What follows belongs to an exercise in optimizing a design on an open flow for small area; a production flow would make more cautious choices. The RTL was checked by simulation tests, not by an equivalence proof against the original design.

==> build 1 <==
// sin_cos
module sin_cos #(
    parameter int Width = 16
) (
    input  logic                    clk,
    input  logic                    rst,
    input  logic                    phase_valid,
    input  logic signed [Width-1:0] phase,
    output logic                    sin_cos_valid,
    output logic signed [Width-1:0] cos,
    output logic signed [Width-1:0] sin
);
clock: 4.5 ns
lec_check: 0
cap_margin: 20
core_margin: 2
core_utilization: 58
cts_cluster_diameter: 100
cts_cluster_size: 24
gpl_timing_driven: 0
place_density: 0.65
slew_margin: 20
run.sh (not shown) runs the stock make flow with config.mk's settings and CLKGATE_MAP_FILE= SYNTH_SCRIPT=/design/flow/synth_recipe.tcl, a recipe that flattens the netlist after the stock synthesis.
==> build 76: changes against build 1 <==
--- a/flow/design.v
+++ b/flow/design.v
@@ -354,31 +354,25 @@
         end
         add_sx14_4 = s;
     endfunction
     logic [0:0] fold;
     logic [0:0] s0;
     logic [0:0] s1;
     logic [16:0] c2;
     logic [16:0] z2;
-    logic [12:0] z2h;
-    logic [0:0] pneg;
-    logic [0:0] fold_q1;
-    logic [0:0] s1_q1;
-    logic [0:0] pneg_q1;
-    logic [12:0] z2h_q1;
-    logic [3:0] z2l;
-    logic [16:0] z2b;
+    logic [16:0] z2_q1;
     logic [0:0] s2;
     logic [0:0] s3;
     logic [0:0] s4;
     logic [0:0] s5;
     logic [12:0] c6;
     logic [12:0] z6;
     logic [0:0] s0_q1;
+    logic [0:0] s1_q1;
     localparam logic [2559:0] XY_TABLE = 2560'h2d4712d37b2d37fd2b8f2d4712d37b2d37fd2b8f15dd73c2363c238ea2293d3ad1297612977c2c5306dd23f9ec3f9eef922e3703d20ae620ae8c8fc323fec34e7e34e7edc0133fec002f2702f28c0140fef353ffb23ffb4010ca328e2273a6273a8cd71e1d2ec38f2b38f2be2d143f1160ad2a0ad29c0eea0ebb63e4553e455f144a3aa7e1993b1993bc55822a4d73003330031d5b2a2a4d73003330031d5b2a300332a4d72a4d9cffcd300332a4d72a4d9cffcd1993b3aa7e3aa7ee66c53e4550ebb60ebb5c1bab0ad2a3f1163f116f52d638f2b1d2ec1d2ecc70d5273a6328e2328e0d8c593ffb2fef35fef34c004e02f273fec03fec0fd0d834e7e23fec23feccb18220ae63703d3703bdf51a3f9ec06dd206dcfc0614129763d3ad3d3abed68a3c23615dd715dd5c3dca2d37b2d4712d46dd2c862d37b2d4712d46dd2c86;
     logic [19:0] x6;
     logic [19:0] y6;
     logic [12:0] z6_q2;
     logic [18:0] x6_q2;
     wire [19:0] x6_q2_s = {{1{x6_q2[18]}}, x6_q2};
     logic [18:0] y6_q2;
     wire [19:0] y6_q2_s = {{1{y6_q2[18]}}, y6_q2};
@@ -415,16 +409,17 @@
     logic [19:0] x12;
     logic [19:0] y12;
     logic [12:0] z6_q8;
     logic [19:0] x12_q8;
     logic [19:0] y12_q8;
     logic [19:0] x13;
     logic [19:0] y13;
     logic [12:0] z6_q9;
+    logic [0:0] fold_q1;
     logic [0:0] fold_q2;
     logic [0:0] fold_q3;
     logic [0:0] fold_q4;
     logic [0:0] fold_q5;
     logic [0:0] fold_q6;
     logic [0:0] fold_q7;
     logic [0:0] fold_q8;
     logic [0:0] fold_q9;
@@ -467,38 +462,32 @@
     assign c2[9] = (pa_ge1 ^ pa_ge2 ^ pa_ge3 ^ pa_ge4 ^ pa_ge5 ^ pa_ge6 ^ pa_ge7 ^ pa_ge8 ^ pa_ge9);
     assign c2[10] = (pa_ge0 ^ pa_ge1 ^ pa_ge3 ^ pa_ge5 ^ pa_ge7 ^ pa_ge9 ^ pa_ge10);
     assign c2[11] = ~(pa_ge1 ^ pa_ge2 ^ pa_ge4 ^ pa_ge5 ^ pa_ge6 ^ pa_ge8 ^ pa_ge9);
     assign c2[12] = (pa_ge3 ^ pa_ge4 ^ pa_ge5 ^ pa_ge6 ^ pa_ge7);
     assign c2[13] = (pa_ge0 ^ pa_ge2 ^ pa_ge3 ^ pa_ge5 ^ pa_ge7 ^ pa_ge8 ^ pa_ge10);
     assign c2[14] = ~(pa_ge1 ^ pa_ge2 ^ pa_ge4 ^ pa_ge5 ^ pa_ge6 ^ pa_ge8 ^ pa_ge9);
     assign c2[15] = ~(pa_ge3 ^ pa_ge4 ^ pa_ge5 ^ pa_ge6 ^ pa_ge7);
     assign c2[16] = (pa_ge1 ^ pa_ge3 ^ pa_ge5 ^ pa_ge7 ^ pa_ge9);
-    assign z2h = phase[12:0] + c2[16:4];
-    assign pneg = phase[15];
-    assign z2l[0] = ~fold_q1;
-    assign z2l[1] = fold_q1 ? (s1_q1 ^ pneg_q1) : ~s1_q1;
-    assign z2l[2] = s1_q1 | (fold_q1 & ~pneg_q1);
-    assign z2l[3] = s1_q1;
-    assign z2b = {z2h_q1, z2l};
-    wire zb_ge0 = $signed(z2b) >= -$signed(17'sd56592);
-    wire zb_ge1 = $signed(z2b) >= -$signed(17'sd48416);
-    wire zb_ge2 = $signed(z2b) >= -$signed(17'sd40232);
-    wire zb_ge3 = $signed(z2b) >= -$signed(17'sd32112);
-    wire zb_ge4 = $signed(z2b) >= -$signed(17'sd23992);
-    wire zb_ge5 = $signed(z2b) >= -$signed(17'sd15811);
-    wire zb_ge6 = $signed(z2b) >= -$signed(17'sd7632);
-    wire zb_ge7 = $signed(z2b) >= $signed(17'sd0);
-    wire zb_ge8 = $signed(z2b) >= $signed(17'sd7630);
-    wire zb_ge9 = $signed(z2b) >= $signed(17'sd15811);
-    wire zb_ge10 = $signed(z2b) >= $signed(17'sd23992);
-    wire zb_ge11 = $signed(z2b) >= $signed(17'sd32110);
-    wire zb_ge12 = $signed(z2b) >= $signed(17'sd40228);
-    wire zb_ge13 = $signed(z2b) >= $signed(17'sd48416);
-    wire zb_ge14 = $signed(z2b) >= $signed(17'sd56592);
+    assign z2 = {phase[12:0] + c2[16:4], c2[3:0]};
+    wire zb_ge0 = $signed(z2_q1) >= -$signed(17'sd56592);
+    wire zb_ge1 = $signed(z2_q1) >= -$signed(17'sd48416);
+    wire zb_ge2 = $signed(z2_q1) >= -$signed(17'sd40232);
+    wire zb_ge3 = $signed(z2_q1) >= -$signed(17'sd32112);
+    wire zb_ge4 = $signed(z2_q1) >= -$signed(17'sd23992);
+    wire zb_ge5 = $signed(z2_q1) >= -$signed(17'sd15811);
+    wire zb_ge6 = $signed(z2_q1) >= -$signed(17'sd7632);
+    wire zb_ge7 = $signed(z2_q1) >= $signed(17'sd0);
+    wire zb_ge8 = $signed(z2_q1) >= $signed(17'sd7630);
+    wire zb_ge9 = $signed(z2_q1) >= $signed(17'sd15811);
+    wire zb_ge10 = $signed(z2_q1) >= $signed(17'sd23992);
+    wire zb_ge11 = $signed(z2_q1) >= $signed(17'sd32110);
+    wire zb_ge12 = $signed(z2_q1) >= $signed(17'sd40228);
+    wire zb_ge13 = $signed(z2_q1) >= $signed(17'sd48416);
+    wire zb_ge14 = $signed(z2_q1) >= $signed(17'sd56592);
     assign s2 = zb_ge7;
     assign s3 = (zb_ge3 ^ zb_ge7 ^ zb_ge11);
     assign s4 = (zb_ge1 ^ zb_ge3 ^ zb_ge5 ^ zb_ge7 ^ zb_ge9 ^ zb_ge11 ^ zb_ge13);
     assign s5 = (zb_ge0 ^ zb_ge1 ^ zb_ge2 ^ zb_ge3 ^ zb_ge4 ^ zb_ge5 ^ zb_ge6 ^ zb_ge7 ^ zb_ge8 ^ zb_ge9 ^ zb_ge10 ^ zb_ge11 ^ zb_ge12 ^ zb_ge13 ^ zb_ge14);
     assign c6[0] = 1'b1;
     assign c6[1] = (zb_ge0 ^ zb_ge2 ^ zb_ge3 ^ zb_ge4 ^ zb_ge6 ^ zb_ge7 ^ zb_ge8 ^ zb_ge10 ^ zb_ge11 ^ zb_ge12 ^ zb_ge14);
     assign c6[2] = ~(zb_ge1 ^ zb_ge2 ^ zb_ge4 ^ zb_ge5 ^ zb_ge7 ^ zb_ge9 ^ zb_ge10 ^ zb_ge12 ^ zb_ge13);
     assign c6[3] = ~(zb_ge1 ^ zb_ge4 ^ zb_ge7 ^ zb_ge10 ^ zb_ge13);
@@ -506,17 +495,17 @@
     assign c6[5] = (zb_ge1 ^ zb_ge5 ^ zb_ge7 ^ zb_ge9 ^ zb_ge13);
     assign c6[6] = (zb_ge5 ^ zb_ge7 ^ zb_ge9);
     assign c6[7] = (zb_ge3 ^ zb_ge7 ^ zb_ge11);
     assign c6[8] = ~(zb_ge7);
     assign c6[9] = zb_ge7;
     assign c6[10] = ~(zb_ge7);
     assign c6[11] = ~(zb_ge7);
     assign c6[12] = zb_ge7;
-    assign z6 = z2b[12:0] + c6;
+    assign z6 = z2_q1[12:0] + c6;
     assign {x6, y6} = XY_TABLE[{s5, s4, s3, s2, s1_q1, s0_q1} * 40 +: 40];
     assign x7 = add_sx14_4(x6_q2_s, $signed(y6_q2_s) >>> 6, ~z6_q2[12]);
     assign y7 = add_sx14_4(y6_q2_s, $signed(x6_q2_s) >>> 6, z6_q2[12]);
     assign x8 = add_sx13_4(x7_q3_s, $signed(y7_q3_s) >>> 7, z6_q3[11]);
     assign y8 = add_sx13_4(y7_q3_s, $signed(x7_q3_s) >>> 7, ~z6_q3[11]);
     assign x9 = add_sx12_4(x8_q4_s, $signed(y8_q4_s) >>> 8, z6_q4[10]);
     assign y9 = add_sx12_4(y8_q4_s, $signed(x8_q4_s) >>> 8, ~z6_q4[10]);
     assign x10 = add_sx11_4(x9_q5, $signed(y9_q5_s) >>> 9, z6_q5[9]);
@@ -525,21 +514,19 @@
     assign y11 = add_sx10_4(y10_q6, $signed(x10_q6) >>> 10, ~z6_q6[8]);
     assign x12 = add_sx9_5(x11_q7, $signed(y11_q7) >>> 11, z6_q7[7]);
     assign y12 = add_sx9_5(y11_q7, $signed(x11_q7) >>> 11, ~z6_q7[7]);
     assign x13 = add_sx8_6(x12_q8, $signed(y12_q8) >>> 12, z6_q8[6]);
     assign y13 = add_sx8_6(y12_q8, $signed(x12_q8) >>> 12, ~z6_q8[6]);
     assign cos_r = last_round(x13_q9, $signed(y13_q9) >>> 13, z6_q9[5], fold_q9);
     assign sin_r = last_round(y13_q9, $signed(x13_q9) >>> 13, ~z6_q9[5], fold_q9);
     always_ff @(posedge clk) begin
-        fold_q1 <= fold;
-        s1_q1 <= s1;
-        pneg_q1 <= pneg;
-        z2h_q1 <= z2h;
+        z2_q1 <= z2;
         s0_q1 <= s0;
+        s1_q1 <= s1;
         z6_q2 <= z6;
         x6_q2 <= x6[18:0];
         y6_q2 <= y6[18:0];
         z6_q3 <= z6_q2;
         x7_q3 <= x7[18:0];
         y7_q3 <= y7[18:0];
         z6_q4 <= z6_q3;
         x8_q4 <= x8[18:0];
@@ -552,16 +539,17 @@
         y10_q6 <= y10;
         z6_q7 <= z6_q6;
         x11_q7 <= x11;
         y11_q7 <= y11;
         z6_q8 <= z6_q7;
         x12_q8 <= x12;
         y12_q8 <= y12;
         z6_q9 <= z6_q8;
+        fold_q1 <= fold;
         fold_q2 <= fold_q1;
         fold_q3 <= fold_q2;
         fold_q4 <= fold_q3;
         fold_q5 <= fold_q4;
         fold_q6 <= fold_q5;
         fold_q7 <= fold_q6;
         fold_q8 <= fold_q7;
         fold_q9 <= fold_q8;
Settings changed: CORE_UTILIZATION 58 to 62, CTS_BUF_LIST from default to sky130_fd_sc_hd__clkbuf_8 sky130_fd_sc_hd__clkbuf_16, CTS_CLUSTER_DIAMETER 100 to 80, CTS_CLUSTER_SIZE 24 to 30, GPL_TIMING_DRIVEN 0 to default, PLACE_DENSITY 0.65 to 0.7.
==> notes <==
Build 76 ran to the end with no violations. Build 1 ran to the end with violations: setup timing. Clock skew: build 1 is lower than build 76 (0.0083 ns). Final area: build 76 is smaller than build 1 (about 2%). Between build 76 and build 1, the lower wire length is in build 76 (gap 18%, measured against build 1). Synthesized area: build 76 is larger than build 1 (0.92%).
==> figures <==
item	build 76	build 1
Run status	no timing/DRC/antenna violations	finished with violations
Violated checks	-	setup timing
Clock buffer count in the final layout	22	23
Cell count after placement	3400	3348
Number of sinks driven by the clock tree	418	416
Max-slew headroom at the worst pin	43.94%	33.26%
Quantity of gates resized following cts	11	149
Cell count after synthesis	2819	2760
Wire length on met2	29.75 mm	37.11 mm
Post-Synth Adder-Cell Area	16.39%	16.59%
Post-synthesis simple-gate area fraction	14.61%	13.29%

========
==> trial 51 <==
sin_cos, a different RTL version from the one above (not shown whole).
Settings: LEC_CHECK=0, CAP_MARGIN=20, CORE_MARGIN=2, CORE_UTILIZATION=55, CTS_CLUSTER_DIAMETER=80, CTS_CLUSTER_SIZE=30, SLEW_MARGIN=20; clock period 4.5 ns.
==> trial 50: changes against trial 51 <==
--- a/flow/design.v
+++ b/flow/design.v
@@ -237,125 +237,125 @@
             s[j] = a[j] ^ ((inc & all1) | (dec & all0));
             all1 = all1 & a[j];
             all0 = all0 & ~a[j];
         end
         add_sx11_4 = s;
     endfunction
-    function automatic logic [19:0] add_sx12_3(input logic [19:0] a, input logic [19:0] b,
+    function automatic logic [19:0] add_sx12_4(input logic [19:0] a, input logic [19:0] b,
                                                 input logic sub);
         logic [19:0] bb, p, g, gg, pp, s;
         logic [20:0] c;
         logic        bs, inc, dec, all1, all0;
         bb = b ^ {20{sub}};
         p  = a ^ bb;
         g  = a & bb;
         c[0] = sub;
-        for (int j = 0; j < 3; j++) c[j+1] = g[j] | (p[j] & c[j]);
+        for (int j = 0; j < 4; j++) c[j+1] = g[j] | (p[j] & c[j]);
         gg = g;
         pp = p;
-        for (int l = 1; l < 12 - 3; l = l * 2) begin
-            for (int r = 2 * l - 1; r < 12 - 3; r = r + 2 * l) begin
-                gg[r+3] = gg[r+3] | (pp[r+3] & gg[r+3-l]);
-                pp[r+3] = pp[r+3] & pp[r+3-l];
+        for (int l = 1; l < 12 - 4; l = l * 2) begin
+            for (int r = 2 * l - 1; r < 12 - 4; r = r + 2 * l) begin
+                gg[r+4] = gg[r+4] | (pp[r+4] & gg[r+4-l]);
+                pp[r+4] = pp[r+4] & pp[r+4-l];
             end
         end
         for (int l = 8; l >= 1; l = l / 2) begin
-            for (int r = 3 * l - 1; r < 12 - 3; r = r + 2 * l) begin
-                gg[r+3] = gg[r+3] | (pp[r+3] & gg[r+3-l]);
-                pp[r+3] = pp[r+3] & pp[r+3-l];
+            for (int r = 3 * l - 1; r < 12 - 4; r = r + 2 * l) begin
+                gg[r+4] = gg[r+4] | (pp[r+4] & gg[r+4-l]);
+                pp[r+4] = pp[r+4] & pp[r+4-l];
             end
         end
-        for (int j = 3; j < 12; j++) c[j+1] = gg[j] | (pp[j] & c[3]);
+        for (int j = 4; j < 12; j++) c[j+1] = gg[j] | (pp[j] & c[4]);
         s = p ^ c[19:0];
         bs  = bb[12];
         inc = c[12] & ~bs;
         dec = ~c[12] & bs;
         all1 = 1'b1;
         all0 = 1'b1;
         for (int j = 12; j < 20; j++) begin
             s[j] = a[j] ^ ((inc & all1) | (dec & all0));
             all1 = all1 & a[j];
             all0 = all0 & ~a[j];
         end
-        add_sx12_3 = s;
+        add_sx12_4 = s;
     endfunction
-    function automatic logic [19:0] add_sx13_2(input logic [19:0] a, input logic [19:0] b,
+    function automatic logic [19:0] add_sx13_4(input logic [19:0] a, input logic [19:0] b,
                                                 input logic sub);
         logic [19:0] bb, p, g, gg, pp, s;
         logic [20:0] c;
         logic        bs, inc, dec, all1, all0;
         bb = b ^ {20{sub}};
         p  = a ^ bb;
         g  = a & bb;
         c[0] = sub;
-        for (int j = 0; j < 2; j++) c[j+1] = g[j] | (p[j] & c[j]);
+        for (int j = 0; j < 4; j++) c[j+1] = g[j] | (p[j] & c[j]);
         gg = g;
         pp = p;
-        for (int l = 1; l < 13 - 2; l = l * 2) begin
-            for (int r = 2 * l - 1; r < 13 - 2; r = r + 2 * l) begin
-                gg[r+2] = gg[r+2] | (pp[r+2] & gg[r+2-l]);
-                pp[r+2] = pp[r+2] & pp[r+2-l];
+        for (int l = 1; l < 13 - 4; l = l * 2) begin
+            for (int r = 2 * l - 1; r < 13 - 4; r = r + 2 * l) begin
+                gg[r+4] = gg[r+4] | (pp[r+4] & gg[r+4-l]);
+                pp[r+4] = pp[r+4] & pp[r+4-l];
             end
         end
         for (int l = 8; l >= 1; l = l / 2) begin
-            for (int r = 3 * l - 1; r < 13 - 2; r = r + 2 * l) begin
-                gg[r+2] = gg[r+2] | (pp[r+2] & gg[r+2-l]);
-                pp[r+2] = pp[r+2] & pp[r+2-l];
+            for (int r = 3 * l - 1; r < 13 - 4; r = r + 2 * l) begin
+                gg[r+4] = gg[r+4] | (pp[r+4] & gg[r+4-l]);
+                pp[r+4] = pp[r+4] & pp[r+4-l];
             end
         end
-        for (int j = 2; j < 13; j++) c[j+1] = gg[j] | (pp[j] & c[2]);
+        for (int j = 4; j < 13; j++) c[j+1] = gg[j] | (pp[j] & c[4]);
         s = p ^ c[19:0];
         bs  = bb[13];
         inc = c[13] & ~bs;
         dec = ~c[13] & bs;
         all1 = 1'b1;
         all0 = 1'b1;
         for (int j = 13; j < 20; j++) begin
             s[j] = a[j] ^ ((inc & all1) | (dec & all0));
             all1 = all1 & a[j];
             all0 = all0 & ~a[j];
         end
-        add_sx13_2 = s;
+        add_sx13_4 = s;
     endfunction
-    function automatic logic [19:0] add_sx14_1(input logic [19:0] a, input logic [19:0] b,
+    function automatic logic [19:0] add_sx14_4(input logic [19:0] a, input logic [19:0] b,
                                                 input logic sub);
         logic [19:0] bb, p, g, gg, pp, s;
         logic [20:0] c;
         logic        bs, inc, dec, all1, all0;
         bb = b ^ {20{sub}};
         p  = a ^ bb;
         g  = a & bb;
         c[0] = sub;
-        for (int j = 0; j < 1; j++) c[j+1] = g[j] | (p[j] & c[j]);
+        for (int j = 0; j < 4; j++) c[j+1] = g[j] | (p[j] & c[j]);
         gg = g;
         pp = p;
-        for (int l = 1; l < 14 - 1; l = l * 2) begin
-            for (int r = 2 * l - 1; r < 14 - 1; r = r + 2 * l) begin
-                gg[r+1] = gg[r+1] | (pp[r+1] & gg[r+1-l]);
-                pp[r+1] = pp[r+1] & pp[r+1-l];
+        for (int l = 1; l < 14 - 4; l = l * 2) begin
+            for (int r = 2 * l - 1; r < 14 - 4; r = r + 2 * l) begin
+                gg[r+4] = gg[r+4] | (pp[r+4] & gg[r+4-l]);
+                pp[r+4] = pp[r+4] & pp[r+4-l];
             end
         end
         for (int l = 8; l >= 1; l = l / 2) begin
-            for (int r = 3 * l - 1; r < 14 - 1; r = r + 2 * l) begin
-                gg[r+1] = gg[r+1] | (pp[r+1] & gg[r+1-l]);
-                pp[r+1] = pp[r+1] & pp[r+1-l];
+            for (int r = 3 * l - 1; r < 14 - 4; r = r + 2 * l) begin
+                gg[r+4] = gg[r+4] | (pp[r+4] & gg[r+4-l]);
+                pp[r+4] = pp[r+4] & pp[r+4-l];
             end
         end
-        for (int j = 1; j < 14; j++) c[j+1] = gg[j] | (pp[j] & c[1]);
+        for (int j = 4; j < 14; j++) c[j+1] = gg[j] | (pp[j] & c[4]);
         s = p ^ c[19:0];
         bs  = bb[14];
         inc = c[14] & ~bs;
         dec = ~c[14] & bs;
         all1 = 1'b1;
         all0 = 1'b1;
         for (int j = 14; j < 20; j++) begin
             s[j] = a[j] ^ ((inc & all1) | (dec & all0));
             all1 = all1 & a[j];
             all0 = all0 & ~a[j];
         end
-        add_sx14_1 = s;
+        add_sx14_4 = s;
     endfunction
     logic [0:0] fold;
     logic [0:0] s0;
     logic [0:0] s1;
     logic [16:0] c2;
     logic [16:0] z2;
@@ -499,18 +499,18 @@
     assign c6[9] = zb_ge7;
     assign c6[10] = ~(zb_ge7);
     assign c6[11] = ~(zb_ge7);
     assign c6[12] = zb_ge7;
     assign z6 = z2_q1[12:0] + c6;
     assign {x6, y6} = XY_TABLE[{s5, s4, s3, s2, s1_q1, s0_q1} * 40 +: 40];
-    assign x7 = add_sx14_1(x6_q2_s, $signed(y6_q2_s) >>> 6, ~z6_q2[12]);
-    assign y7 = add_sx14_1(y6_q2_s, $signed(x6_q2_s) >>> 6, z6_q2[12]);
-    assign x8 = add_sx13_2(x7_q3_s, $signed(y7_q3_s) >>> 7, z6_q3[11]);
-    assign y8 = add_sx13_2(y7_q3_s, $signed(x7_q3_s) >>> 7, ~z6_q3[11]);
-    assign x9 = add_sx12_3(x8_q4_s, $signed(y8_q4_s) >>> 8, z6_q4[10]);
-    assign y9 = add_sx12_3(y8_q4_s, $signed(x8_q4_s) >>> 8, ~z6_q4[10]);
+    assign x7 = add_sx14_4(x6_q2_s, $signed(y6_q2_s) >>> 6, ~z6_q2[12]);
+    assign y7 = add_sx14_4(y6_q2_s, $signed(x6_q2_s) >>> 6, z6_q2[12]);
+    assign x8 = add_sx13_4(x7_q3_s, $signed(y7_q3_s) >>> 7, z6_q3[11]);
+    assign y8 = add_sx13_4(y7_q3_s, $signed(x7_q3_s) >>> 7, ~z6_q3[11]);
+    assign x9 = add_sx12_4(x8_q4_s, $signed(y8_q4_s) >>> 8, z6_q4[10]);
+    assign y9 = add_sx12_4(y8_q4_s, $signed(x8_q4_s) >>> 8, ~z6_q4[10]);
     assign x10 = add_sx11_4(x9_q5, $signed(y9_q5_s) >>> 9, z6_q5[9]);
     assign y10 = add_sx11_4(y9_q5_s, $signed(x9_q5) >>> 9, ~z6_q5[9]);
     assign x11 = add_sx10_4(x10_q6, $signed(y10_q6) >>> 10, z6_q6[8]);
     assign y11 = add_sx10_4(y10_q6, $signed(x10_q6) >>> 10, ~z6_q6[8]);
     assign x12 = add_sx9_5(x11_q7, $signed(y11_q7) >>> 11, z6_q7[7]);
     assign y12 = add_sx9_5(y11_q7, $signed(x11_q7) >>> 11, ~z6_q7[7]);
- CORE_UTILIZATION: 55 -> 62
- PLACE_DENSITY: not set -> 0.7
==> results.rst <==
.. list-table::
   :header-rows: 1

   * - Metric
     - Value
   * - Status
     - no timing/DRC/antenna violations
   * - Critical Path Sink
     - y13_q9[18]$_DFF_P_
   * - CTS buffer count
     - 21
   * - Post-cts sizing count
     - 11
   * - Grt met2 use
     - 50.2%
   * - Gr usage total
     - 29.5%
   * - Minimum setup slack among reg-to-reg paths
     - 210 ps
   * - Post-Synthesis Cell Area
     - 0.0250 sq mm
   * - Setup crit start
     - z6_q8[6]$_DFF_P_
   * - Wire length of the first global-routing pass
     - 101000 microns
   * - Initial core utilization
     - 62.8%
   * - Vias/cell
     - 5.73
   * - Sequential cell area fraction in the yosys report
     - 33.5%
   * - Fill cell total of the finished layout
     - 3045
   * - Multi-input combinational cell count
     - 2049
That was trial 50.
==> results.rst <==
.. list-table::
   :header-rows: 1

   * - Metric
     - Value
   * - Status
     - no timing/DRC/antenna violations
   * - Multi-input combinational cell count
     - 2106
   * - Initial core utilization
     - 55.8%
   * - Gr usage total
     - 27.0%
   * - Minimum setup slack among reg-to-reg paths
     - 170 ps
   * - Wire length of the first global-routing pass
     - 104000 microns
   * - Post-Synthesis Cell Area
     - 0.0254 sq mm
   * - Setup crit start
     - phase[8]
   * - Grt met2 use
     - 46.0%
   * - Post-cts sizing count
     - 16
   * - Sequential cell area fraction in the yosys report
     - 33.0%
That was trial 51.

==> separate check: timing with driven ports <==
In the flow no input, the clock included, has a driving cell. The finished layouts below were timed again as built, in two steps. Step 1, drivers: a clkbuf_16 drives clk and a buf_2 each remaining input, both assumed. Step 2, shift: input delay + t, output delay - t, t = (earliest + latest rising clock arrival at the registers) / 2. This alone moves slack from input paths to output paths. Slacks: ideal ports / drivers / drivers and shift; pairs: ideal ports / drivers.
run | t, ns | setup WS [ns] | worst hold slack (ns) | slew at the worst register clock pin (ns) | pins driven straight from the clock port
build 1 | 0.603 | -0.027 / -0.027 / -0.394 | 0.309 / 0.309 / 0.309 | 0.10 / 0.10 | 1
build 76 | 0.618 | 0.205 / 0.205 / -0.356 | 0.323 / 0.323 / 0.323 | 0.11 / 0.11 | 1
trial 51 | 0.617 | 0.113 / 0.147 / -0.470 | 0.317 / 0.317 / 0.317 | 0.10 / 0.10 | 1
trial 50 | 0.617 | 0.205 / 0.205 / -0.355 | 0.323 / 0.323 / 0.323 | 0.11 / 0.11 | 1
Met with ideal ports but missed after step 2: setup timing in build 76, trial 51 and trial 50. For trial 51, which loses most, drivers alone change the setup slack by +0.034 ns; drivers and shift together by -0.583 ns.
